Background: an optimization exercise with open tools, aiming at small area and a short achievable clock period. Do not read the settings as production practice.
Function was checked by simulation only, so behaviour that the tests miss may differ from the original.
Power is estimated from default activity; no workload was simulated.

==> flow/design.v (excerpt) <==
module rv_ex_top (
    input  logic                    clk,
    input  logic                    rst,
    input  logic                    stall_i,
    input  logic                    flush_i,
    input  logic [64-1:0]     pc_i,
    input  logic [64-1:0]     next_pc_i,
    input  logic [32-1:0]     inst_i,
    input  logic [3:0]              alu_op_i,
    input  logic                    word_op_i,
    input  logic [1:0]              src1_sel_i,
    input  logic [2:0]              src2_sel_i,
    input  logic [3:0]              bru_op_i,
    input  logic [2:0]              lsu_size_i,
    input  logic                    dmem_en_i,
    input  logic                    dmem_we_i,
    input  logic                    rf_we_i,
    input  logic [5-1:0]   rf_waddr_i,
    input  logic                    wb_from_mem_i,
    input  logic [64-1:0]     rs1_data_i,
    input  logic [64-1:0]     rs2_data_i,
    output logic [64-1:0]     ex_pc_o,
    output logic [64-1:0]     ex_result_o,
    output logic [64-1:0]     real_npc_o,
    output logic                    br_taken_o,
    output logic [64-1:0]     br_target_o,
    output logic                    dmem_en_o,
    output logic                    dmem_we_o,
    output logic [64-1:0]     dmem_addr_o,
    output logic [64-1:0]     dmem_wdata_o,
    output logic [8-1:0]   dmem_sel_o,
    output logic                    rf_we_o,
    output logic [5-1:0]   rf_waddr_o,
    output logic                    wb_from_mem_o
);
Size: roughly 4200 cells after synthesis, about 340 flip-flops, ~32000 µm² of cells after synthesis.
Settings: LEC_CHECK=0, CAP_MARGIN=20, CORE_MARGIN=2, CORE_UTILIZATION=40, PLACE_DENSITY=0.6, SETUP_SLACK_MARGIN=5, SLEW_MARGIN=20; clock period 12.0 ns.
run.sh (not shown) runs the stock make flow with config.mk's settings and CLKGATE_MAP_FILE= SYNTH_SCRIPT=/design/flow/synth_recipe.tcl, a recipe that flattens the netlist after the stock synthesis.
==> next run, changes <==
==> flow/flow/run.sh (new file) <==
#!/bin/bash
# Layout: the standard flow (standard synthesis, floorplan, power grid,
# placement, CTS, routing) unchanged, except for the cells of the port
# buffers that global placement inserts: buf_2 on every input, buf_1 on
# every output (see ports.tcl).
set -euo pipefail
export PRE_GLOBAL_PLACE_TCL="$(pwd)/flow/ports.tcl"
bash standard.sh > standard_flow.log 2>&1
==> flow/flow/ports.tcl (new file) <==
# Sourced before global placement: every input port gets a buf_2, every
# output port a buf_1, in place of the single buffer_ports call.
if { [info commands orig_buffer_ports] == "" } {
  rename buffer_ports orig_buffer_ports
  proc buffer_ports { args } {
    orig_buffer_ports -inputs -buffer_cell sky130_fd_sc_hd__buf_2
    orig_buffer_ports -outputs -buffer_cell sky130_fd_sc_hd__buf_1
  }
}
==> flow/standard.sh (new file) <==
#!/bin/bash
# synth_recipe.tcl (not shown) runs the flow's synth.tcl, then flattens the netlist and writes it again
# the make line also repeats each setting of config.mk as NAME=value (left out here)
make -C /OpenROAD-flow-scripts/flow DESIGN_CONFIG=/design/flow/config.mk WORK_HOME=/design/flow/orfs CLKGATE_MAP_FILE= SYNTH_SCRIPT=/design/flow/synth_recipe.tcl "${@:-finish}"
CORE_UTILIZATION = 50   (was 40)
PLACE_DENSITY = 0.7   (was 0.6)
removed: flow/run.sh
What happened:
- die area falls by 20%
- worst setup slack gains 0.12 ns
- register-to-register slack is worse by 0.35 ns
- power falls by 4.4%
- count of clock-buffer cells in the layout came out lower by 11
- fmax came out higher by 1.7%
- synthesized area is unchanged
- synthesized cell count is unchanged
- critical path depth does not change
- wire length goes down by 6.7%


rv_ex_top again, from the RTL that the note above started with.
==> flow/config.mk <==
export PLATFORM = sky130hd
export DESIGN_NAME = rv_ex_top
export DESIGN_NICKNAME = rv_ex_top
export VERILOG_FILES = /design/flow/design.v
export SDC_FILE = /design/flow/constraint.sdc
export NUM_CORES = 4
export LEC_CHECK = 0
export CAP_MARGIN = 20
export CORE_MARGIN = 2
export CORE_UTILIZATION = 40
export PLACE_DENSITY = 0.6
export SETUP_SLACK_MARGIN = 5
export SLEW_MARGIN = 20
==> flow/constraint.sdc <==
create_clock -name core_clock -period 12.0 [get_ports {clk}]
set_input_delay 2.4000 -clock core_clock [delete_from_list [all_inputs] [get_ports {clk}]]
set_output_delay 2.4000 -clock core_clock [all_outputs]
set_load 0.01 [all_outputs]
standard.sh (not shown) runs the stock make flow with config.mk's settings and CLKGATE_MAP_FILE= SYNTH_SCRIPT=/design/flow/synth_recipe.tcl, a recipe that flattens the netlist after the stock synthesis.
==> flow/flow/run.sh <==
#!/bin/bash
# Layout: the standard flow (standard synthesis, floorplan, power grid,
# placement, CTS, routing) unchanged, except that the port buffers which
# global placement inserts on every input and output use buf_2 cells.
set -euo pipefail
export BUFFER_PORTS_ARGS="-buffer_cell sky130_fd_sc_hd__buf_2"
bash standard.sh > standard_flow.log 2>&1
Then changed:
--- a/flow/config.mk
+++ b/flow/config.mk
@@ -9,4 +9,4 @@
 export CORE_MARGIN = 2
-export CORE_UTILIZATION = 40
-export PLACE_DENSITY = 0.6
+export CORE_UTILIZATION = 50
+export PLACE_DENSITY = 0.7
 export SETUP_SLACK_MARGIN = 5
Outcome:
- worst hold slack barely changes
- total power shrinks by about 2%
- utilization came out higher by 11 points

separate check: timing with driven ports:
How much do the figures lean on ideal ports? The routed layouts below were timed once more, with nothing changed but the port constraints. Step 1: set_driving_cell puts a clkbuf_16 on clk and a buf_2 on each other input, an assumption about the parent block. Step 2 times the ports against the registers' clock, not the clock port: input delays grow and output delays shrink by t, the midpoint of the rising clock arrivals with the driver on. Three values: ideal, step 1, step 2; two values: the first two.
run	t (ns)	slack for setup (ns)	worst register clock-pin slew, ns
the first run of note 1	0.676	4.807 / 4.840 / 4.163	0.07 / 0.07
the second run of note 1	0.657	4.929 / 4.939 / 4.282	0.07 / 0.07
the first run of note 2	0.681	4.989 / 5.009 / 4.328	0.07 / 0.07
the second run of note 2	0.653	4.829 / 4.842 / 4.189	0.08 / 0.08
After both steps every run listed still meets setup and hold. The setup slack of the first run of note 2, which loses most, moves by +0.020 ns with the drivers and by -0.661 ns with both steps.
